This design comes from an exercise in tuning for small area on the open sky130 flow, not from production work. Only simulation tests tie the RTL to the original design; equivalence was not proved. Power and IR drop assume default switching activity.

$ cat design/flow/flow/run.sh
#!/bin/bash
# Own layout flow: the standard flow with two changes.
#  - Synthesis skips the quick ABC pass that Yosys's synth command runs before
#    the flow's full-adder extraction (SYNTH_ARGS=-noabc), so the explicit
#    adder tree of the RTL reaches extract_fa as written. The final ABC
#    mapping and the register mapping are unchanged.
#  - Every port still gets a buffer, but a plain buf_1 instead of the delay
#    buffer that buffer_ports picks by default.
set -euo pipefail
cd "$(dirname "$0")/.."
bash standard.sh SYNTH_ARGS=-noabc synth > synth.log 2>&1
bash standard.sh "BUFFER_PORTS_ARGS=-buffer_cell sky130_fd_sc_hd__buf_1" finish > layout.log 2>&1
$ cat design/flow/standard.sh
#!/bin/bash
# synth_recipe.tcl (not shown) runs the flow's synth.tcl, then flattens the netlist and writes it again
# the make line also repeats each setting of config.mk as NAME=value (left out here)
make -C /OpenROAD-flow-scripts/flow DESIGN_CONFIG=/design/flow/config.mk WORK_HOME=/design/flow/orfs CLKGATE_MAP_FILE= SYNTH_SCRIPT=/design/flow/synth_recipe.tcl "${@:-finish}"
$ cat design/flow/config.mk
export PLATFORM = sky130hd
export DESIGN_NAME = sprite_compositor
export DESIGN_NICKNAME = sprite_compositor
export VERILOG_FILES = /design/flow/design.v
export SDC_FILE = /design/flow/constraint.sdc
export NUM_CORES = 4
export LEC_CHECK = 0
export ABC_AREA = 1
export CAP_MARGIN = 20
export CORE_MARGIN = 2
export CORE_UTILIZATION = 40
export SLEW_MARGIN = 20
$ cat design/flow/constraint.sdc
create_clock -name core_clock -period 7.5 [get_ports {clk}]
set_input_delay 1.5000 -clock core_clock [delete_from_list [all_inputs] [get_ports {clk}]]
set_output_delay 1.5000 -clock core_clock [all_outputs]
set_load 0.01 [all_outputs]
$ cat design/flow/design.v
package sprite_pkg;
   localparam logic [11:0] KEY_DEFAULT = 12'h428;
   localparam int PIX_W       = 12;
   localparam int XW_DEF      = 10;
   localparam int YW_DEF      = 9;
   localparam int AW_DEF      = 14;
   localparam int NUM_SPR_DEF = 8;
   typedef logic [PIX_W-1:0] pixel_t;
   typedef struct packed {
      logic              en;
      logic [XW_DEF-1:0] x;
      logic [YW_DEF-1:0] y;
      logic [XW_DEF-1:0] w;
      logic [YW_DEF-1:0] h;
   } spr_desc_t;
   function automatic logic multi_hot(input logic [31:0] v);
      multi_hot = ((v & (v - 32'd1)) != 32'd0);
   endfunction
endpackage
module sprite_hit_addr
#(
   parameter int XW = 10,
   parameter int YW = 9,
   parameter int AW = 14
) (
   input  logic          clk,
   input  logic          rst,
   input  logic          frame_start,
   input  logic          pix_req,
   input  logic [XW-1:0] col,
   input  logic [YW-1:0] row,
   input  logic          en,
   input  logic [XW-1:0] x,
   input  logic [YW-1:0] y,
   input  logic [XW-1:0] w,
   input  logic [YW-1:0] h,
   output logic [AW-1:0] addr,
   output logic          hit
);
   logic          en_reg;
   logic [XW-1:0] x_reg;
   logic [XW-1:0] w_reg;
   logic [YW-1:0] y_reg;
   logic [YW-1:0] h_reg;
   logic          hit_next;
   logic [9:0] dx;
   logic [10:0] dx_c;
   logic dx_ok;
   logic [8:0] dy;
   logic [9:0] dy_c;
   logic dy_ok;
   logic [10:0] dx_lt_b;
   logic dx_lt;
   logic [9:0] dy_lt_b;
   logic dy_lt;
   logic pp_0_0;
   logic pp_0_1;
   logic pp_0_2;
   logic pp_0_3;
   logic pp_0_4;
   logic pp_0_5;
   logic pp_0_6;
   logic pp_0_7;
   logic pp_0_8;
   logic pp_0_9;
   logic pp_1_0;
   logic pp_1_1;
   logic pp_1_2;
   logic pp_1_3;
   logic pp_1_4;
   logic pp_1_5;
   logic pp_1_6;
   logic pp_1_7;
   logic pp_1_8;
   logic pp_1_9;
   logic pp_2_0;
   logic pp_2_1;
   logic pp_2_2;
   logic pp_2_3;
   logic pp_2_4;
   logic pp_2_5;
   logic pp_2_6;
   logic pp_2_7;
   logic pp_2_8;
   logic pp_2_9;
   logic pp_3_0;
   logic pp_3_1;
   logic pp_3_2;
   logic pp_3_3;
   logic pp_3_4;
   logic pp_3_5;
   logic pp_3_6;
   logic pp_3_7;
   logic pp_3_8;
   logic pp_3_9;
   logic pp_4_0;
   logic pp_4_1;
   logic pp_4_2;
   logic pp_4_3;
   logic pp_4_4;
   logic pp_4_5;
   logic pp_4_6;
   logic pp_4_7;
   logic pp_4_8;
   logic pp_4_9;
   logic pp_5_0;
   logic pp_5_1;
   logic pp_5_2;
   logic pp_5_3;
   logic pp_5_4;
   logic pp_5_5;
   logic pp_5_6;
   logic pp_5_7;
   logic pp_5_8;
   logic pp_6_0;
   logic pp_6_1;
   logic pp_6_2;
   logic pp_6_3;
   logic pp_6_4;
   logic pp_6_5;
   logic pp_6_6;
   logic pp_6_7;
   logic pp_7_0;
   logic pp_7_1;
   logic pp_7_2;
   logic pp_7_3;
   logic pp_7_4;
   logic pp_7_5;
   logic pp_7_6;
   logic pp_8_0;
   logic pp_8_1;
   logic pp_8_2;
   logic pp_8_3;
   logic pp_8_4;
   logic pp_8_5;
   logic [13:0] lin;
   logic s1;
   logic s2;
   logic s3;
   logic s4;
   logic s5;
   logic s6;
   logic s7;
   logic s8;
   logic s9;
   logic s10;
   logic s11;
   logic s12;
   logic s13;
   logic s14;
   logic s15;
   logic s16;
   logic s17;
   logic s18;
   logic s19;
   logic s20;
   logic s21;
   logic s22;
   logic s23;
   logic s24;
   logic s25;
   logic s26;
   logic s27;
   logic s28;
   logic s29;
   logic s30;
   logic s31;
   logic s32;
   logic s33;
   logic s34;
   logic s35;
   logic s36;
   logic s37;
   logic s38;
   logic s39;
   logic s40;
   logic s41;
   logic s42;
   logic s43;
   logic s44;
   logic s45;
   logic s46;
   logic s47;
   logic s48;
   logic s49;
   logic s50;
   logic s51;
   logic s52;
   logic s53;
   logic s54;
   logic s55;
   logic s56;
   logic s57;
   logic s58;
   logic s59;
   logic s60;
   logic s61;
   logic s62;
   logic s63;
   logic s64;
   logic s65;
   logic s66;
   logic s67;
   logic s68;
   logic s69;
   logic s70;
   logic s71;
   logic s72;
   logic s73;
   logic s74;
   logic s75;
   logic s76;
   logic s77;
   logic s78;
   logic s79;
   logic s80;
   logic s81;
   logic s82;
   logic s83;
   logic s84;
   logic s85;
   logic s86;
   logic s87;
   logic s88;
   logic s89;
   logic s90;
   logic s91;
   logic s92;
   logic s93;
   logic s94;
   logic s95;
   logic s96;
   logic s97;
   logic s98;
   logic s99;
   logic s100;
   logic s101;
   logic s102;
   logic s103;
   logic s104;
   logic s105;
   logic s106;
   logic s107;
   logic s108;
   logic s109;
   logic s110;
   logic s111;
   logic s112;
   logic s113;
   logic s114;
   logic s115;
   logic s116;
   logic s117;
   logic s118;
   logic s119;
   logic s120;
   logic s121;
   logic s122;
   logic s123;
   logic s124;
   logic s125;
   logic s126;
   logic s127;
   logic s128;
   logic s129;
   logic s130;
   logic s131;
   logic s132;
   logic s133;
   logic s134;
   logic s135;
   logic s136;
   logic s137;
   logic s138;
   logic s139;
   logic s140;
   logic s141;
   logic s142;
   logic s143;
   logic s144;
   logic s145;
   logic s146;
   logic s147;
   logic s148;
   logic s149;
   logic s150;
   logic s151;
   logic s152;
   logic s153;
   logic s154;
   logic s155;
   logic s156;
   logic s157;
   logic s158;
   logic s159;
   logic s160;
   always_ff @(posedge clk) begin
      if (rst)
         en_reg <= 1'b0;
      else if (frame_start)
         en_reg <= en;
   end
   always_ff @(posedge clk) begin
      if (frame_start) begin
         x_reg <= x;
         y_reg <= y;
         w_reg <= w;
         h_reg <= h;
      end
   end
   assign dx_c[0] = 1'b1;
   assign dx[0] = col[0] ^ ~x_reg[0] ^ dx_c[0];
   assign dx_c[1] = (col[0] & ~x_reg[0]) | (col[0] & dx_c[0]) | (~x_reg[0] & dx_c[0]);
   assign dx[1] = col[1] ^ ~x_reg[1] ^ dx_c[1];
   assign dx_c[2] = (col[1] & ~x_reg[1]) | (col[1] & dx_c[1]) | (~x_reg[1] & dx_c[1]);
   assign dx[2] = col[2] ^ ~x_reg[2] ^ dx_c[2];
   assign dx_c[3] = (col[2] & ~x_reg[2]) | (col[2] & dx_c[2]) | (~x_reg[2] & dx_c[2]);
   assign dx[3] = col[3] ^ ~x_reg[3] ^ dx_c[3];
   assign dx_c[4] = (col[3] & ~x_reg[3]) | (col[3] & dx_c[3]) | (~x_reg[3] & dx_c[3]);
   assign dx[4] = col[4] ^ ~x_reg[4] ^ dx_c[4];
   assign dx_c[5] = (col[4] & ~x_reg[4]) | (col[4] & dx_c[4]) | (~x_reg[4] & dx_c[4]);
   assign dx[5] = col[5] ^ ~x_reg[5] ^ dx_c[5];
   assign dx_c[6] = (col[5] & ~x_reg[5]) | (col[5] & dx_c[5]) | (~x_reg[5] & dx_c[5]);
   assign dx[6] = col[6] ^ ~x_reg[6] ^ dx_c[6];
   assign dx_c[7] = (col[6] & ~x_reg[6]) | (col[6] & dx_c[6]) | (~x_reg[6] & dx_c[6]);
   assign dx[7] = col[7] ^ ~x_reg[7] ^ dx_c[7];
   assign dx_c[8] = (col[7] & ~x_reg[7]) | (col[7] & dx_c[7]) | (~x_reg[7] & dx_c[7]);
   assign dx[8] = col[8] ^ ~x_reg[8] ^ dx_c[8];
   assign dx_c[9] = (col[8] & ~x_reg[8]) | (col[8] & dx_c[8]) | (~x_reg[8] & dx_c[8]);
   assign dx[9] = col[9] ^ ~x_reg[9] ^ dx_c[9];
   assign dx_c[10] = (col[9] & ~x_reg[9]) | (col[9] & dx_c[9]) | (~x_reg[9] & dx_c[9]);
   assign dx_ok = dx_c[10];
   assign dy_c[0] = 1'b1;
   assign dy[0] = row[0] ^ ~y_reg[0] ^ dy_c[0];
   assign dy_c[1] = (row[0] & ~y_reg[0]) | (row[0] & dy_c[0]) | (~y_reg[0] & dy_c[0]);
   assign dy[1] = row[1] ^ ~y_reg[1] ^ dy_c[1];
   assign dy_c[2] = (row[1] & ~y_reg[1]) | (row[1] & dy_c[1]) | (~y_reg[1] & dy_c[1]);
   assign dy[2] = row[2] ^ ~y_reg[2] ^ dy_c[2];
   assign dy_c[3] = (row[2] & ~y_reg[2]) | (row[2] & dy_c[2]) | (~y_reg[2] & dy_c[2]);
   assign dy[3] = row[3] ^ ~y_reg[3] ^ dy_c[3];
   assign dy_c[4] = (row[3] & ~y_reg[3]) | (row[3] & dy_c[3]) | (~y_reg[3] & dy_c[3]);
   assign dy[4] = row[4] ^ ~y_reg[4] ^ dy_c[4];
   assign dy_c[5] = (row[4] & ~y_reg[4]) | (row[4] & dy_c[4]) | (~y_reg[4] & dy_c[4]);
   assign dy[5] = row[5] ^ ~y_reg[5] ^ dy_c[5];
   assign dy_c[6] = (row[5] & ~y_reg[5]) | (row[5] & dy_c[5]) | (~y_reg[5] & dy_c[5]);
   assign dy[6] = row[6] ^ ~y_reg[6] ^ dy_c[6];
   assign dy_c[7] = (row[6] & ~y_reg[6]) | (row[6] & dy_c[6]) | (~y_reg[6] & dy_c[6]);
   assign dy[7] = row[7] ^ ~y_reg[7] ^ dy_c[7];
   assign dy_c[8] = (row[7] & ~y_reg[7]) | (row[7] & dy_c[7]) | (~y_reg[7] & dy_c[7]);
   assign dy[8] = row[8] ^ ~y_reg[8] ^ dy_c[8];
   assign dy_c[9] = (row[8] & ~y_reg[8]) | (row[8] & dy_c[8]) | (~y_reg[8] & dy_c[8]);
   assign dy_ok = dy_c[9];
   assign dx_lt_b[0] = 1'b0;
   assign dx_lt_b[1] = (~dx[0] & w_reg[0]) | (~dx[0] & dx_lt_b[0]) | (w_reg[0] & dx_lt_b[0]);
   assign dx_lt_b[2] = (~dx[1] & w_reg[1]) | (~dx[1] & dx_lt_b[1]) | (w_reg[1] & dx_lt_b[1]);
   assign dx_lt_b[3] = (~dx[2] & w_reg[2]) | (~dx[2] & dx_lt_b[2]) | (w_reg[2] & dx_lt_b[2]);
   assign dx_lt_b[4] = (~dx[3] & w_reg[3]) | (~dx[3] & dx_lt_b[3]) | (w_reg[3] & dx_lt_b[3]);
   assign dx_lt_b[5] = (~dx[4] & w_reg[4]) | (~dx[4] & dx_lt_b[4]) | (w_reg[4] & dx_lt_b[4]);
   assign dx_lt_b[6] = (~dx[5] & w_reg[5]) | (~dx[5] & dx_lt_b[5]) | (w_reg[5] & dx_lt_b[5]);
   assign dx_lt_b[7] = (~dx[6] & w_reg[6]) | (~dx[6] & dx_lt_b[6]) | (w_reg[6] & dx_lt_b[6]);
   assign dx_lt_b[8] = (~dx[7] & w_reg[7]) | (~dx[7] & dx_lt_b[7]) | (w_reg[7] & dx_lt_b[7]);
   assign dx_lt_b[9] = (~dx[8] & w_reg[8]) | (~dx[8] & dx_lt_b[8]) | (w_reg[8] & dx_lt_b[8]);
   assign dx_lt_b[10] = (~dx[9] & w_reg[9]) | (~dx[9] & dx_lt_b[9]) | (w_reg[9] & dx_lt_b[9]);
   assign dx_lt = dx_lt_b[10];
   assign dy_lt_b[0] = 1'b0;
   assign dy_lt_b[1] = (~dy[0] & h_reg[0]) | (~dy[0] & dy_lt_b[0]) | (h_reg[0] & dy_lt_b[0]);
   assign dy_lt_b[2] = (~dy[1] & h_reg[1]) | (~dy[1] & dy_lt_b[1]) | (h_reg[1] & dy_lt_b[1]);
   assign dy_lt_b[3] = (~dy[2] & h_reg[2]) | (~dy[2] & dy_lt_b[2]) | (h_reg[2] & dy_lt_b[2]);
   assign dy_lt_b[4] = (~dy[3] & h_reg[3]) | (~dy[3] & dy_lt_b[3]) | (h_reg[3] & dy_lt_b[3]);
   assign dy_lt_b[5] = (~dy[4] & h_reg[4]) | (~dy[4] & dy_lt_b[4]) | (h_reg[4] & dy_lt_b[4]);
   assign dy_lt_b[6] = (~dy[5] & h_reg[5]) | (~dy[5] & dy_lt_b[5]) | (h_reg[5] & dy_lt_b[5]);
   assign dy_lt_b[7] = (~dy[6] & h_reg[6]) | (~dy[6] & dy_lt_b[6]) | (h_reg[6] & dy_lt_b[6]);
   assign dy_lt_b[8] = (~dy[7] & h_reg[7]) | (~dy[7] & dy_lt_b[7]) | (h_reg[7] & dy_lt_b[7]);
   assign dy_lt_b[9] = (~dy[8] & h_reg[8]) | (~dy[8] & dy_lt_b[8]) | (h_reg[8] & dy_lt_b[8]);
   assign dy_lt = dy_lt_b[9];
   assign pp_0_0 = dy[0] & w_reg[0];
   assign pp_0_1 = dy[0] & w_reg[1];
   assign pp_0_2 = dy[0] & w_reg[2];
   assign pp_0_3 = dy[0] & w_reg[3];
   assign pp_0_4 = dy[0] & w_reg[4];
   assign pp_0_5 = dy[0] & w_reg[5];
   assign pp_0_6 = dy[0] & w_reg[6];
   assign pp_0_7 = dy[0] & w_reg[7];
   assign pp_0_8 = dy[0] & w_reg[8];
   assign pp_0_9 = dy[0] & w_reg[9];
   assign pp_1_0 = dy[1] & w_reg[0];
   assign pp_1_1 = dy[1] & w_reg[1];
   assign pp_1_2 = dy[1] & w_reg[2];
   assign pp_1_3 = dy[1] & w_reg[3];
   assign pp_1_4 = dy[1] & w_reg[4];
   assign pp_1_5 = dy[1] & w_reg[5];
   assign pp_1_6 = dy[1] & w_reg[6];
   assign pp_1_7 = dy[1] & w_reg[7];
   assign pp_1_8 = dy[1] & w_reg[8];
   assign pp_1_9 = dy[1] & w_reg[9];
   assign pp_2_0 = dy[2] & w_reg[0];
   assign pp_2_1 = dy[2] & w_reg[1];
   assign pp_2_2 = dy[2] & w_reg[2];
   assign pp_2_3 = dy[2] & w_reg[3];
   assign pp_2_4 = dy[2] & w_reg[4];
   assign pp_2_5 = dy[2] & w_reg[5];
   assign pp_2_6 = dy[2] & w_reg[6];
   assign pp_2_7 = dy[2] & w_reg[7];
   assign pp_2_8 = dy[2] & w_reg[8];
   assign pp_2_9 = dy[2] & w_reg[9];
   assign pp_3_0 = dy[3] & w_reg[0];
   assign pp_3_1 = dy[3] & w_reg[1];
   assign pp_3_2 = dy[3] & w_reg[2];
   assign pp_3_3 = dy[3] & w_reg[3];
   assign pp_3_4 = dy[3] & w_reg[4];
   assign pp_3_5 = dy[3] & w_reg[5];
   assign pp_3_6 = dy[3] & w_reg[6];
   assign pp_3_7 = dy[3] & w_reg[7];
   assign pp_3_8 = dy[3] & w_reg[8];
   assign pp_3_9 = dy[3] & w_reg[9];
   assign pp_4_0 = dy[4] & w_reg[0];
   assign pp_4_1 = dy[4] & w_reg[1];
   assign pp_4_2 = dy[4] & w_reg[2];
   assign pp_4_3 = dy[4] & w_reg[3];
   assign pp_4_4 = dy[4] & w_reg[4];
   assign pp_4_5 = dy[4] & w_reg[5];
   assign pp_4_6 = dy[4] & w_reg[6];
   assign pp_4_7 = dy[4] & w_reg[7];
   assign pp_4_8 = dy[4] & w_reg[8];
   assign pp_4_9 = dy[4] & w_reg[9];
   assign pp_5_0 = dy[5] & w_reg[0];
   assign pp_5_1 = dy[5] & w_reg[1];
   assign pp_5_2 = dy[5] & w_reg[2];
   assign pp_5_3 = dy[5] & w_reg[3];
   assign pp_5_4 = dy[5] & w_reg[4];
   assign pp_5_5 = dy[5] & w_reg[5];
   assign pp_5_6 = dy[5] & w_reg[6];
   assign pp_5_7 = dy[5] & w_reg[7];
   assign pp_5_8 = dy[5] & w_reg[8];
   assign pp_6_0 = dy[6] & w_reg[0];
   assign pp_6_1 = dy[6] & w_reg[1];
   assign pp_6_2 = dy[6] & w_reg[2];
   assign pp_6_3 = dy[6] & w_reg[3];
   assign pp_6_4 = dy[6] & w_reg[4];
   assign pp_6_5 = dy[6] & w_reg[5];
   assign pp_6_6 = dy[6] & w_reg[6];
   assign pp_6_7 = dy[6] & w_reg[7];
   assign pp_7_0 = dy[7] & w_reg[0];
   assign pp_7_1 = dy[7] & w_reg[1];
   assign pp_7_2 = dy[7] & w_reg[2];
   assign pp_7_3 = dy[7] & w_reg[3];
   assign pp_7_4 = dy[7] & w_reg[4];
   assign pp_7_5 = dy[7] & w_reg[5];
   assign pp_7_6 = dy[7] & w_reg[6];
   assign pp_8_0 = dy[8] & w_reg[0];
   assign pp_8_1 = dy[8] & w_reg[1];
   assign pp_8_2 = dy[8] & w_reg[2];
   assign pp_8_3 = dy[8] & w_reg[3];
   assign pp_8_4 = dy[8] & w_reg[4];
   assign pp_8_5 = dy[8] & w_reg[5];
   assign s1 = dx[0] ^ pp_0_0;
   assign s2 = dx[0] & pp_0_0;
   assign lin[0] = s1;   
   assign s3 = pp_0_1 ^ dx[1] ^ s2;
   assign s4 = (pp_0_1 & dx[1]) | (pp_0_1 & s2) | (dx[1] & s2);
   assign s5 = pp_1_0 ^ s3;
   assign s6 = pp_1_0 & s3;
   assign lin[1] = s5;   
   assign s7 = pp_0_2 ^ pp_1_1 ^ dx[2];
   assign s8 = (pp_0_2 & pp_1_1) | (pp_0_2 & dx[2]) | (pp_1_1 & dx[2]);
   assign s9 = pp_2_0 ^ s4 ^ s7;
   assign s10 = (pp_2_0 & s4) | (pp_2_0 & s7) | (s4 & s7);
   assign s11 = s6 ^ s9;
   assign s12 = s6 & s9;
   assign lin[2] = s11;   
   assign s13 = pp_0_3 ^ pp_1_2 ^ pp_2_1;
   assign s14 = (pp_0_3 & pp_1_2) | (pp_0_3 & pp_2_1) | (pp_1_2 & pp_2_1);
   assign s15 = dx[3] ^ s8 ^ pp_3_0;
   assign s16 = (dx[3] & s8) | (dx[3] & pp_3_0) | (s8 & pp_3_0);
   assign s17 = s13 ^ s10 ^ s15;
   assign s18 = (s13 & s10) | (s13 & s15) | (s10 & s15);
   assign s19 = s12 ^ s17;
   assign s20 = s12 & s17;
   assign lin[3] = s19;   
   assign s21 = pp_0_4 ^ pp_1_3 ^ pp_2_2;
   assign s22 = (pp_0_4 & pp_1_3) | (pp_0_4 & pp_2_2) | (pp_1_3 & pp_2_2);
   assign s23 = pp_3_1 ^ s14 ^ s21;
   assign s24 = (pp_3_1 & s14) | (pp_3_1 & s21) | (s14 & s21);
   assign s25 = dx[4] ^ pp_4_0 ^ s16;
   assign s26 = (dx[4] & pp_4_0) | (dx[4] & s16) | (pp_4_0 & s16);
   assign s27 = s23 ^ s18 ^ s25;
   assign s28 = (s23 & s18) | (s23 & s25) | (s18 & s25);
   assign s29 = s20 ^ s27;
   assign s30 = s20 & s27;
   assign lin[4] = s29;   
   assign s31 = pp_0_5 ^ pp_1_4 ^ pp_2_3;
   assign s32 = (pp_0_5 & pp_1_4) | (pp_0_5 & pp_2_3) | (pp_1_4 & pp_2_3);
   assign s33 = pp_3_2 ^ s22 ^ s31;
   assign s34 = (pp_3_2 & s22) | (pp_3_2 & s31) | (s22 & s31);
   assign s35 = pp_4_1 ^ dx[5] ^ s24;
   assign s36 = (pp_4_1 & dx[5]) | (pp_4_1 & s24) | (dx[5] & s24);
   assign s37 = s33 ^ pp_5_0 ^ s26;
   assign s38 = (s33 & pp_5_0) | (s33 & s26) | (pp_5_0 & s26);
   assign s39 = s35 ^ s28 ^ s37;
   assign s40 = (s35 & s28) | (s35 & s37) | (s28 & s37);
   assign s41 = s30 ^ s39;
   assign s42 = s30 & s39;
   assign lin[5] = s41;   
   assign s43 = pp_0_6 ^ pp_1_5 ^ pp_2_4;
   assign s44 = (pp_0_6 & pp_1_5) | (pp_0_6 & pp_2_4) | (pp_1_5 & pp_2_4);
   assign s45 = pp_3_3 ^ s32 ^ s43;
   assign s46 = (pp_3_3 & s32) | (pp_3_3 & s43) | (s32 & s43);
   assign s47 = pp_4_2 ^ s34 ^ s45;
   assign s48 = (pp_4_2 & s34) | (pp_4_2 & s45) | (s34 & s45);
   assign s49 = pp_5_1 ^ dx[6] ^ s36;
   assign s50 = (pp_5_1 & dx[6]) | (pp_5_1 & s36) | (dx[6] & s36);
   assign s51 = s47 ^ pp_6_0 ^ s38;
   assign s52 = (s47 & pp_6_0) | (s47 & s38) | (pp_6_0 & s38);
   assign s53 = s49 ^ s40 ^ s51;
   assign s54 = (s49 & s40) | (s49 & s51) | (s40 & s51);
   assign s55 = s42 ^ s53;
   assign s56 = s42 & s53;
   assign lin[6] = s55;   
   assign s57 = pp_0_7 ^ pp_1_6 ^ pp_2_5;
   assign s58 = (pp_0_7 & pp_1_6) | (pp_0_7 & pp_2_5) | (pp_1_6 & pp_2_5);
   assign s59 = pp_3_4 ^ s44 ^ s57;
   assign s60 = (pp_3_4 & s44) | (pp_3_4 & s57) | (s44 & s57);
   assign s61 = pp_4_3 ^ s46 ^ s59;
   assign s62 = (pp_4_3 & s46) | (pp_4_3 & s59) | (s46 & s59);
   assign s63 = pp_5_2 ^ s48 ^ s61;
   assign s64 = (pp_5_2 & s48) | (pp_5_2 & s61) | (s48 & s61);
   assign s65 = pp_6_1 ^ dx[7] ^ pp_7_0;
   assign s66 = (pp_6_1 & dx[7]) | (pp_6_1 & pp_7_0) | (dx[7] & pp_7_0);
   assign s67 = s50 ^ s63 ^ s52;
   assign s68 = (s50 & s63) | (s50 & s52) | (s63 & s52);
   assign s69 = s65 ^ s54 ^ s67;
   assign s70 = (s65 & s54) | (s65 & s67) | (s54 & s67);
   assign s71 = s56 ^ s69;
   assign s72 = s56 & s69;
   assign lin[7] = s71;   
   assign s73 = pp_0_8 ^ pp_1_7 ^ pp_2_6;
   assign s74 = (pp_0_8 & pp_1_7) | (pp_0_8 & pp_2_6) | (pp_1_7 & pp_2_6);
   assign s75 = pp_3_5 ^ s58 ^ s73;
   assign s76 = (pp_3_5 & s58) | (pp_3_5 & s73) | (s58 & s73);
   assign s77 = pp_4_4 ^ s60 ^ s75;
   assign s78 = (pp_4_4 & s60) | (pp_4_4 & s75) | (s60 & s75);
   assign s79 = pp_5_3 ^ s62 ^ s77;
   assign s80 = (pp_5_3 & s62) | (pp_5_3 & s77) | (s62 & s77);
   assign s81 = pp_6_2 ^ pp_7_1 ^ s64;
   assign s82 = (pp_6_2 & pp_7_1) | (pp_6_2 & s64) | (pp_7_1 & s64);
   assign s83 = s79 ^ dx[8] ^ pp_8_0;
   assign s84 = (s79 & dx[8]) | (s79 & pp_8_0) | (dx[8] & pp_8_0);
   assign s85 = s66 ^ s81 ^ s83;
   assign s86 = (s66 & s81) | (s66 & s83) | (s81 & s83);
   assign s87 = s68 ^ s85 ^ s70;
   assign s88 = (s68 & s85) | (s68 & s70) | (s85 & s70);
   assign s89 = s72 ^ s87;
   assign s90 = s72 & s87;
   assign lin[8] = s89;   
   assign s91 = pp_0_9 ^ pp_1_8 ^ pp_2_7;
   assign s92 = (pp_0_9 & pp_1_8) | (pp_0_9 & pp_2_7) | (pp_1_8 & pp_2_7);
   assign s93 = pp_3_6 ^ s74 ^ s91;
   assign s94 = (pp_3_6 & s74) | (pp_3_6 & s91) | (s74 & s91);
   assign s95 = pp_4_5 ^ s76 ^ s93;
   assign s96 = (pp_4_5 & s76) | (pp_4_5 & s93) | (s76 & s93);
   assign s97 = pp_5_4 ^ s78 ^ s95;
   assign s98 = (pp_5_4 & s78) | (pp_5_4 & s95) | (s78 & s95);
   assign s99 = pp_6_3 ^ pp_7_2 ^ s80;
   assign s100 = (pp_6_3 & pp_7_2) | (pp_6_3 & s80) | (pp_7_2 & s80);
   assign s101 = s97 ^ pp_8_1 ^ s82;
   assign s102 = (s97 & pp_8_1) | (s97 & s82) | (pp_8_1 & s82);
   assign s103 = s99 ^ dx[9] ^ s84;
   assign s104 = (s99 & dx[9]) | (s99 & s84) | (dx[9] & s84);
   assign s105 = s101 ^ s103 ^ s86;
   assign s106 = (s101 & s103) | (s101 & s86) | (s103 & s86);
   assign s107 = s105 ^ s88 ^ s90;
   assign s108 = (s105 & s88) | (s105 & s90) | (s88 & s90);
   assign lin[9] = s107;   
   assign s109 = pp_1_9 ^ pp_2_8 ^ pp_3_7;
   assign s110 = (pp_1_9 & pp_2_8) | (pp_1_9 & pp_3_7) | (pp_2_8 & pp_3_7);
   assign s111 = s92 ^ pp_4_6 ^ s109;
   assign s112 = (s92 & pp_4_6) | (s92 & s109) | (pp_4_6 & s109);
   assign s113 = s94 ^ pp_5_5 ^ s111;
   assign s114 = (s94 & pp_5_5) | (s94 & s111) | (pp_5_5 & s111);
   assign s115 = s96 ^ pp_6_4 ^ s113;
   assign s116 = (s96 & pp_6_4) | (s96 & s113) | (pp_6_4 & s113);
   assign s117 = pp_7_3 ^ s98 ^ pp_8_2;
   assign s118 = (pp_7_3 & s98) | (pp_7_3 & pp_8_2) | (s98 & pp_8_2);
   assign s119 = s115 ^ s100 ^ s117;
   assign s120 = (s115 & s100) | (s115 & s117) | (s100 & s117);
   assign s121 = s102 ^ s104 ^ s119;
   assign s122 = (s102 & s104) | (s102 & s119) | (s104 & s119);
   assign s123 = s106 ^ s121 ^ s108;
   assign s124 = (s106 & s121) | (s106 & s108) | (s121 & s108);
   assign lin[10] = s123;   
   assign s125 = pp_2_9 ^ pp_3_8 ^ pp_4_7;
   assign s126 = (pp_2_9 & pp_3_8) | (pp_2_9 & pp_4_7) | (pp_3_8 & pp_4_7);
   assign s127 = s110 ^ pp_5_6 ^ s125;
   assign s128 = (s110 & pp_5_6) | (s110 & s125) | (pp_5_6 & s125);
   assign s129 = s112 ^ pp_6_5 ^ s127;
   assign s130 = (s112 & pp_6_5) | (s112 & s127) | (pp_6_5 & s127);
   assign s131 = s114 ^ pp_7_4 ^ s129;
   assign s132 = (s114 & pp_7_4) | (s114 & s129) | (pp_7_4 & s129);
   assign s133 = pp_8_3 ^ s116 ^ s131;
   assign s134 = (pp_8_3 & s116) | (pp_8_3 & s131) | (s116 & s131);
   assign s135 = s118 ^ s133 ^ s120;
   assign s136 = (s118 & s133) | (s118 & s120) | (s133 & s120);
   assign s137 = s122 ^ s135 ^ s124;
   assign s138 = (s122 & s135) | (s122 & s124) | (s135 & s124);
   assign lin[11] = s137;   
   assign s139 = pp_3_9 ^ pp_4_8 ^ pp_5_7;
   assign s140 = (pp_3_9 & pp_4_8) | (pp_3_9 & pp_5_7) | (pp_4_8 & pp_5_7);
   assign s141 = s126 ^ pp_6_6 ^ s139;
   assign s142 = (s126 & pp_6_6) | (s126 & s139) | (pp_6_6 & s139);
   assign s143 = s128 ^ pp_7_5 ^ s141;
   assign s144 = (s128 & pp_7_5) | (s128 & s141) | (pp_7_5 & s141);
   assign s145 = s130 ^ pp_8_4 ^ s143;
   assign s146 = (s130 & pp_8_4) | (s130 & s143) | (pp_8_4 & s143);
   assign s147 = s132 ^ s145 ^ s134;
   assign s148 = (s132 & s145) | (s132 & s134) | (s145 & s134);
   assign s149 = s147 ^ s136 ^ s138;
   assign s150 = (s147 & s136) | (s147 & s138) | (s136 & s138);
   assign lin[12] = s149;   
   assign s151 = pp_4_9 ^ pp_5_8;
   assign s152 = s151 ^ pp_6_7;
   assign s153 = s140 ^ s152;
   assign s154 = pp_7_6 ^ s153;
   assign s155 = s142 ^ pp_8_5;
   assign s156 = s154 ^ s155;
   assign s157 = s144 ^ s156;
   assign s158 = s146 ^ s157;
   assign s159 = s158 ^ s148;
   assign s160 = s159 ^ s150;
   assign lin[13] = s160;   
   assign hit_next = pix_req && en_reg && dx_ok && dy_ok && dx_lt && dy_lt;
   always_ff @(posedge clk) begin
      if (rst) begin
         addr <= '0;
         hit  <= 1'b0;
      end else begin
         hit  <= hit_next;
         addr <= hit_next ? lin : '0;
      end
   end
endmodule
module sprite_compositor
#(
   parameter int          NUM_SPR = 8,
   parameter int          XW      = 10,
   parameter int          YW      = 9,
   parameter int          AW      = 14,
   parameter logic [11:0] KEY     = sprite_pkg::KEY_DEFAULT
) (
   input  logic                     clk,
   input  logic                     rst,
   input  logic                     frame_start,
   input  logic                     pix_req,
   input  logic [XW-1:0]            col_in,
   input  logic [YW-1:0]            row_in,
   input  logic [NUM_SPR-1:0]       spr_en,
   input  logic [NUM_SPR*XW-1:0]    spr_x,
   input  logic [NUM_SPR*YW-1:0]    spr_y,
   input  logic [NUM_SPR*XW-1:0]    spr_w,
   input  logic [NUM_SPR*YW-1:0]    spr_h,
   output logic [NUM_SPR*AW-1:0]    spr_addr,
   input  logic [NUM_SPR*12-1:0]    spr_data,
   input  logic [11:0]              bg_data,
   input  logic                     ovl_en,
   input  logic [11:0]              ovl_data,
   output logic [11:0]              pix_out,
   output logic                     pix_valid,
   output logic [$clog2(NUM_SPR):0] top_id,
   output logic [NUM_SPR-1:0]       coll_flags
);
   localparam int IDW = $clog2(NUM_SPR) + 1;
   logic [NUM_SPR-1:0] hit1;
   logic [NUM_SPR-1:0] hit2;
   logic [NUM_SPR-1:0] opaque;
   logic [NUM_SPR-1:0] higher;
   logic [NUM_SPR-1:0] sel;
   logic [NUM_SPR-1:0] coll_event;
   logic [NUM_SPR-1:0] acc_reg;
   logic               valid1;
   logic               valid2;
   logic               ovl1;
   logic               ovl2;
   logic               any_opaque;
   logic               sel_bg;
   logic               sel_ovl;
   logic               sel_hold;
   sprite_pkg::pixel_t pix_next;
   logic [IDW-1:0]     id_next;
   genvar gi;
   generate
      for (gi = 0; gi < NUM_SPR; gi++) begin : g_chan
         sprite_hit_addr #(
            .XW (XW),
            .YW (YW),
            .AW (AW)
         ) u_hit (
            .clk         (clk),
            .rst         (rst),
            .frame_start (frame_start),
            .pix_req     (pix_req),
            .col         (col_in),
            .row         (row_in),
            .en          (spr_en[gi]),
            .x           (spr_x[gi*XW +: XW]),
            .y           (spr_y[gi*YW +: YW]),
            .w           (spr_w[gi*XW +: XW]),
            .h           (spr_h[gi*YW +: YW]),
            .addr        (spr_addr[gi*AW +: AW]),
            .hit         (hit1[gi])
         );
         assign opaque[gi] = hit2[gi] && (spr_data[gi*12 +: 12] != KEY);
      end
   endgenerate
   always_ff @(posedge clk) begin
      if (rst) begin
         valid1 <= 1'b0;
         ovl1   <= 1'b0;
         valid2 <= 1'b0;
         ovl2   <= 1'b0;
         hit2   <= '0;
      end else begin
         valid1 <= pix_req;
         ovl1   <= ovl_en;
         valid2 <= valid1;
         ovl2   <= ovl1;
         hit2   <= hit1;
      end
   end
   always_comb begin
      higher[NUM_SPR-1] = 1'b0;
      for (int i = NUM_SPR - 2; i >= 0; i--)
         higher[i] = higher[i+1] | opaque[i+1];
      any_opaque = higher[0] | opaque[0];
      for (int i = 0; i < NUM_SPR; i++)
         sel[i] = !rst && valid2 && !ovl2 && opaque[i] && !higher[i];
      sel_ovl  = !rst && valid2 && ovl2;
      sel_bg   = !rst && valid2 && !ovl2 && !any_opaque;
      sel_hold = !rst && !valid2;
      pix_next = ({12{sel_ovl}} & ovl_data) | ({12{sel_bg}} & bg_data)
               | ({12{sel_hold}} & pix_out);
      id_next  = {IDW{sel_hold}} & top_id;
      for (int i = 0; i < NUM_SPR; i++) begin
         pix_next = pix_next | ({12{sel[i]}} & spr_data[i*12 +: 12]);
         id_next  = id_next | ({IDW{sel[i]}} & IDW'(i + 1));
      end
      coll_event = sprite_pkg::multi_hot(32'(opaque)) ? opaque : '0;
   end
   always_ff @(posedge clk) begin
      pix_out <= pix_next;
      top_id  <= id_next;
   end
   always_ff @(posedge clk) begin
      if (rst) begin
         pix_valid  <= 1'b0;
         acc_reg    <= '0;
         coll_flags <= '0;
      end else begin
         pix_valid <= valid2;
         if (frame_start) begin
            coll_flags <= acc_reg | coll_event;
            acc_reg    <= '0;
         end else begin
            acc_reg    <= acc_reg | coll_event;
         end
      end
   end
endmodule
==> results.cfg, run 1 <==
[placement]
hpwl_um = 98100
globalplace.congestion = 0.956
placed_area_mm2 = 0.0427
io_buffers = 592

[drt]
ant_nets = 0
avgViaCountPerCell = 4.89
drt_pre_antenna_iters = 6
drtIter0Drc = 1852
wl_per_cell_um = 21.3
vias = 27500
drt_wl_total_um = 120000
drc_errors = 0

[setup_path]
start_kind = input pin
critPathSlowestCell = fa_1
critPathKind = input pin to register
path_max_fanout = 7
endpoint_kind = register
required_ns = 8.04
crit_top_cell = fa_2
crit_start = col_in[0]
cpPeakStageDelay_ns = 0.56
reg2reg_from = g_chan[0].u_hit.y_reg[0]
arrival_ns = 8.96

[clocking]
numClockSinks = 477
cts_hold_buf = 0
htree_levels = 2
clock_latency_ns = 0.65
cts-root-buf = clkbuf_16
cts_tree = yes
cts_made_buffers = 58
clk_pin_slew_ns = 0.06
cts_max_path_buffers = 3

[outcome]
status = complete, but fails checks
so.violations = negative setup slack

[yosys]
syn_inst = 3560
synth_area_mm2 = 0.0370
yosys_register_bits = 477
yosysTopAreaCellShare_pct = 35.9
synth_seq_area_share_pct = 34.0
syn-num-nets = 4776
ys_warn_count = 2
yosysUniqueCellTypes = 40
synth.area.top_cells = fa_1, edfxtp_1, dfxtp_1, nor2_1, inv_1
avgSynthCellArea_um2 = 10.4
yosysTopAreaCell = fa_1

[grt]
first_global_vias = 28900
overflow = 0
grt_max_degree = 150
grt.total_usage_pct = 25.5
antenna_found_initial = 12
grt_pass1_wl_um = 177000

[floorplanning]
rows = 111
core_area_mm2 = 0.0917
ioPinCount = 593
die-area_mm2 = 0.0950
die_x_um = 308
start_util_pct = 40.4
fp.dieH_um = 308

[power]
max-vdd-ir-drop_v = 0.000441
power.density_mw_per_mm2 = 466
p_leak_nw = 20.2
total_power_mw = 21.1

[cells_and_area]
multi_input_area_mm2 = 0.0223
nFillCells = 8562
final_cell_mix = nor2_1, buf_1, inv_1
final_layout_size_suffix_gt1_share_pct = 15.9
num-nets-final = 5597
fin_util_pct = 49.5
layout_commonest_cell = nor2_1
seq_area_mm2 = 0.0126
largest_reg_flops = 112
area_growth_pct = 22.5
design_area_mm2 = 0.0454

[sta]
setup_viol = 21
finalCriticalPeriod_ns = 8.42
clock.fmax_ghz = 0.119
hold_viol = 0
worstMarginPinSlew_ns = 0.992
min_period_over_period_pct = 112
slew_viol_final = 0
grt_setup_unrepaired = yes
maxSlewHeadroom_pct = 33.6
finalSetupTns_ns = -10.65
final.setup_skew_ns = 0.0129
fin_ws_ns = -0.924

[flow_run]
maxCapViolations = 0

[worst_hold_path]
hp-start = g_chan[3].u_hit.hit
min_path_type = register to register
## worst paths after layout
path                              end  slack [ns]  depth (start not counted)
min reg2reg                   hit2[3]        0.40                          2
min                           hit2[3]        0.40                          2
max reg2reg  g_chan[0].u_hit.addr[13]       -0.24                         23
max          g_chan[5].u_hit.addr[13]       -0.92                         27
## repair_timing
item,CTS,global route
cloned,0,0
endpoints found under the setup margin,32,28
pin swaps,220,105
resized for setup,157,42
setup buffers,15,6
## layer usage
| metal | vias up | share of wire [%] | track usage (%) |
|---|---|---|---|
| met3 | 195 | 6.0 | 3.77 |
| met1 | 13700 | 42 | 33.5 |
| met4 | 8 | 4.3 | 10.1 |
| met5 | - | 0.044 | 0 |
| li1 | 12500 | - | - |
| met2 | 980 | 48 | 42.7 |
## worst max-delay path: cells and delay by family
family	cells	cell delay, ns
adders and majority gates	17	6.20
xor gates and xnor gates	4	0.72
buffers and inverters	5	0.46
and+or+nand+nor	1	0.05
## cell type report
class	instances	share of cell area (%)
clock inverters	27	0.488
diodes	5	0.0276
clock buffers	82	3.88
repair buffers	889	10.3
inverters	600	4.98
multi-input cells	2355	49.3
well taps	1186	3.27
flip-flops and latches	477	27.8
## synthesized netlist by cell type, drive strengths merged
master,count
a21oi,18
a22o,7
a22oi,40
and2,3
buf,51
clkbuf,77
clkinv,19
dfxtp,173
edfxtp,304
fa,664
ha,96
inv,581
nand2,342
nand3,81
nand3b,4
nand4,19
nor2,874
nor3,2
nor4,9
o211ai,14
o21ai,47
o21bai,8
o22ai,52
or2,3
xnor2,33
xor2,39
## metrics by stage
| stage | worst slack [ns] | std cells | hold WS, ns |
|---|---|---|---|
| global placement | -2.10 | 5489 | 0.389 |
| finish | -0.924 | 5621 | 0.402 |
| global route | -1.15 | 5617 | 0.420 |
| detailed placement | -2.15 | 5489 | 0.394 |
| CTS | -0.921 | 5613 | 0.404 |
| floorplan | -1.72 | 3560 | 0.388 |
## logic make-up (layout without fill, tap and decap cells)
family	Yosys count	in the layout	synth area share (%)
AND/OR/NAND/NOR	1337	1337	14.4
AO/OA/AOI/OAI	186	186	3.19
buffers and inverters	728	1598	7.58
adder cells (fa/ha/maj)	760	760	39.1
other	0	5	0
flip-flops	477	477	34.0
XOR/XNOR	72	72	1.70
## report_power, final
| group | switching (mW) | internal [mW] |
|---|---|---|
| sequential | 0.104 | 2.97 |
| combinational | 7.88 | 7.27 |
| clock | 1.18 | 1.71 |
| total | 9.17 | 11.9 |
==> run 2, diff against run 1 <==
==> design/flow/run.sh (new file) <==
#!/bin/bash
# synth_recipe.tcl (not shown) runs the flow's synth.tcl, then flattens the netlist and writes it again
# the make line also repeats each setting of config.mk as NAME=value (left out here)
make -C /OpenROAD-flow-scripts/flow DESIGN_CONFIG=/design/flow/config.mk WORK_HOME=/design/flow/orfs CLKGATE_MAP_FILE= SYNTH_SCRIPT=/design/flow/synth_recipe.tcl finish
removed: design/flow/flow/run.sh
removed: design/flow/standard.sh
==> run 2 against run 1 <==
  * The layout still fails its checks (negative setup slack)
  * Register-to-register slack better by 0.38 ns
  * Synthesized cell count rose by 20%
  * Via count rose by 7.9%
  * Largest power group unchanged
==> results.cfg, run 2 <==
[yosys]
synthSimpleGateAreaFrac_pct = 13.3
syn-num-nets = 5470
yosys_register_bits = 477
yosysTopAreaCellShare_pct = 33.5
syn_inst = 4262
synth_seq_area_share_pct = 31.7
yosys-top-cells-count = inv_1, nand2_1, fa_1
synthMuxAreaShare_pct = 0
synth_edf_count = 304
synthAdderAreaFrac_pct = 36.2
synth_area_mm2 = 0.0397
async_flop_share_pct = 0
synth_compound_area_share_pct = 2.99
ys_warn_count = 2
yosysMostFrequentCell = inv_1
yosysTopAreaCell = fa_1
synth-xor-area-share_pct = 1.76
ys.flop_type = edfxtp_1
synth_top_family_by_area = adder cells
avgSynthCellArea_um2 = 9.32
synth.area.top_cells = fa_1, edfxtp_1, inv_1, dfxtp_1, nand2_1
yosysUniqueCellTypes = 42

[cells_and_area]
largest_reg_flops = 112
layout.cells.non_filler = 6403
num-nets-final = 6258
layout_commonest_cell = inv_1
fin_util_pct = 52.6
final_cell_mix = inv_1, nand2_1, clkdlybuf4s50_1
final_layout_size_suffix_gt1_share_pct = 14.4
nFillCells = 9128
area_growth_pct = 30.3

[floorplanning]
die_x_um = 319
start_util_pct = 40.4
core_area_mm2 = 0.0984
rows = 115
fp.dieH_um = 319
ioPinCount = 593
die-area_mm2 = 0.102

[power]
total_power_mw = 22.0
power.density_mw_per_mm2 = 425
p_leak_nw = 25.6
max-vdd-ir-drop_v = 0.000374

[setup_path]
r2r_cells = 27
critPathSlowestCell = fa_1
path_max_fanout = 7
cpPeakStageDelay_ns = 0.51
r2r_end = g_chan[5].u_hit.addr[13]
arrival_ns = 8.74
rrSetupSlack_ns = 0.14
endpoint_kind = register
required_ns = 8.03
crit_top_cell = fa_1
critPathKind = input pin to register
crit_start = row_in[0]
start_kind = input pin
reg2reg_from = g_chan[5].u_hit.y_reg[0]

[outcome]
so.violations = negative setup slack
status = complete, but fails checks

[sta]
worstMarginPinSlew_ns = 1.07
setup_viol = 20
slew_viol_final = 0
grt_setup_unrepaired = yes
finalSetupTns_ns = -7.68
min_period_over_period_pct = 109
final.setup_skew_ns = 0.0190
maxSlewHeadroom_pct = 28.5
fin_ws_ns = -0.709
finalCriticalPeriod_ns = 8.21
hold_viol = 0
clock.fmax_ghz = 0.122

[grt]
overflow = 0
grt.total_usage_pct = 25.1
grt_pass1_wl_um = 189000
use_met3_pct = 5.58
grt_max_degree = 148
first_global_vias = 31800
met1_usage_pct = 31.5
antenna_found_initial = 31
met2_usage_pct = 42.1
grt.busiest_layer = met2

[placement]
dp_cells = 6248
io_buffers = 592
hpwl_um = 103000
globalplace.congestion = 0.916
pre_cts_ws_ns = -2.06

[worst_hold_path]
min_path_type = register to register
hold_depth = 2
hp-start = valid1
holdPathEnd = valid2

[clocking]
htree_levels = 2
cts-root-buf = clkbuf_16
cts_tree = yes
clock_latency_ns = 0.66
numClockSinks = 477
cts_hold_buf = 0
clk_pin_slew_ns = 0.06
cts_made_buffers = 58
cts_max_path_buffers = 3

[drt]
vias = 29600
drt_wl_total_um = 126000
drt_pre_antenna_iters = 8
wl_per_cell_um = 19.6
drc_errors = 0
drtIter0Drc = 1512
ant_nets = 0
avgViaCountPerCell = 4.63

[flow_run]
maxCapViolations = 0
run 2: changes by cell type in the layout (fill, tap and decap cells not counted), sizes merged, moves of 19 or more:
cell           before   now
inv               587  1302
buf               888   287
clkdlybuf4s50       0   572
nand2             342   909
nor2              874   321
o21ai              47    86
a22oi              40     5
nand3              81    49
clkinv             36    13
nor3                2    21
run 2: cell families (layout without fill, tap and decap cells):
| family | Yosys count | in the layout |
|---|---|---|
| buffers and inverters | 1435 | 2273 |
| AND/OR/NAND/NOR | 1321 | 1321 |
| adder cells (fa/ha/maj) | 752 | 752 |
| flip-flops | 477 | 477 |
| AO/OA/AOI/OAI | 197 | 197 |
| XOR/XNOR | 80 | 80 |
| other | 0 | 16 |
run 2: layer usage:
| metal | share of wire [%] | vias up |
|---|---|---|
| met3 | 7.2 | 218 |
| met5 | 0.14 | - |
| met1 | 41 | 14600 |
| li1 | - | 13800 |
| met2 | 48 | 930 |
| met4 | 3.8 | 30 |
run 2: layout make-up:
| class | instances | area [µm²] | area share [%] |
|---|---|---|---|
| multi-input combinational | 2350 | 22400 | 43.2 |
| sequential | 477 | 12600 | 24.3 |
| timing repair buffer | 861 | 8200 | 15.8 |
| inverter | 1302 | 4910 | 9.48 |
| clock buffer | 80 | 1720 | 3.33 |
| tap | 1287 | 1610 | 3.11 |
| clock inverter | 30 | 335 | 0.648 |
| antenna | 16 | 40.0 | 0.0774 |
run 2: worst max path at each step:
stage,end,depth (start not counted)
final,g_chan[5].u_hit.addr[13],31
after detailed placement,g_chan[3].u_hit.addr[13],27
after floorplan,g_chan[5].u_hit.addr[13],28
after CTS,g_chan[4].u_hit.addr[13],30
after global routing,g_chan[2].u_hit.addr[13],31
after global placement,g_chan[6].u_hit.addr[13],29
run 2: power breakdown:
part / total, mW / internal, mW / switching, mW
sequential: 3.11 / 2.96 / 0.147
clock: 3.03 / 1.82 / 1.21
combinational: 15.9 / 7.26 / 8.59
run 2: critical path: cells and delay by family:
kind	cells	cell delay (ns)
fa+ha+maj	15	5.70
xor+xnor	3	0.53
simple gates	2	0.10
buf+inv	11	0.88
run 2: per-stage QoR:
stage | cell area, µm² | hold WS (ns)
final | 51800 | 0.404
after global routing | 51700 | 0.420
after CTS | 51400 | 0.408
after detailed placement | 48600 | 0.394
after global placement | 48600 | 0.394
after floorplan | 39900 | 0.388
run 2: what timing repair did:
| action | CTS | global route |
|---|---|---|
| setup endpoints to repair | 32 | 26 |
| resized for setup | 223 | 95 |
| pin swaps | 103 | 112 |
| buffers inserted | 20 | 12 |
| cloned | 0 | 0 |

-- afterwards: timing with drivers on the ports --
The flow's constraints put no driver on any port. The routed layouts listed below were extracted and timed again, unchanged, in two steps. Step 1 sets driving cells, clkbuf_16 on the clock port and buf_2 on the other inputs (assumed; they add their load-dependent delay and slew). Step 2 moves the port delays by t, midway between the first and last clock arrival at a register: inputs arrive t later, outputs are due t later. That takes back most of the time a late clock gives input paths. a / b / c = no drivers / after step 1 / after step 2; a / b = the first two.
| run | t, ns | slack for setup (ns) | latest minus earliest clock arrival (ns) | slew at the worst register clock pin (ns) |
|---|---|---|---|---|
| run 1 | 0.709 | -0.924 / -0.882 / -1.591 | 0.016 / 0.016 | 0.06 / 0.06 |
| run 2 | 0.716 | -0.709 / -0.744 / -1.459 | 0.025 / 0.025 | 0.07 / 0.07 |
For run 2, which loses most, drivers alone change the setup slack by -0.035 ns; drivers and shift together by -0.750 ns.
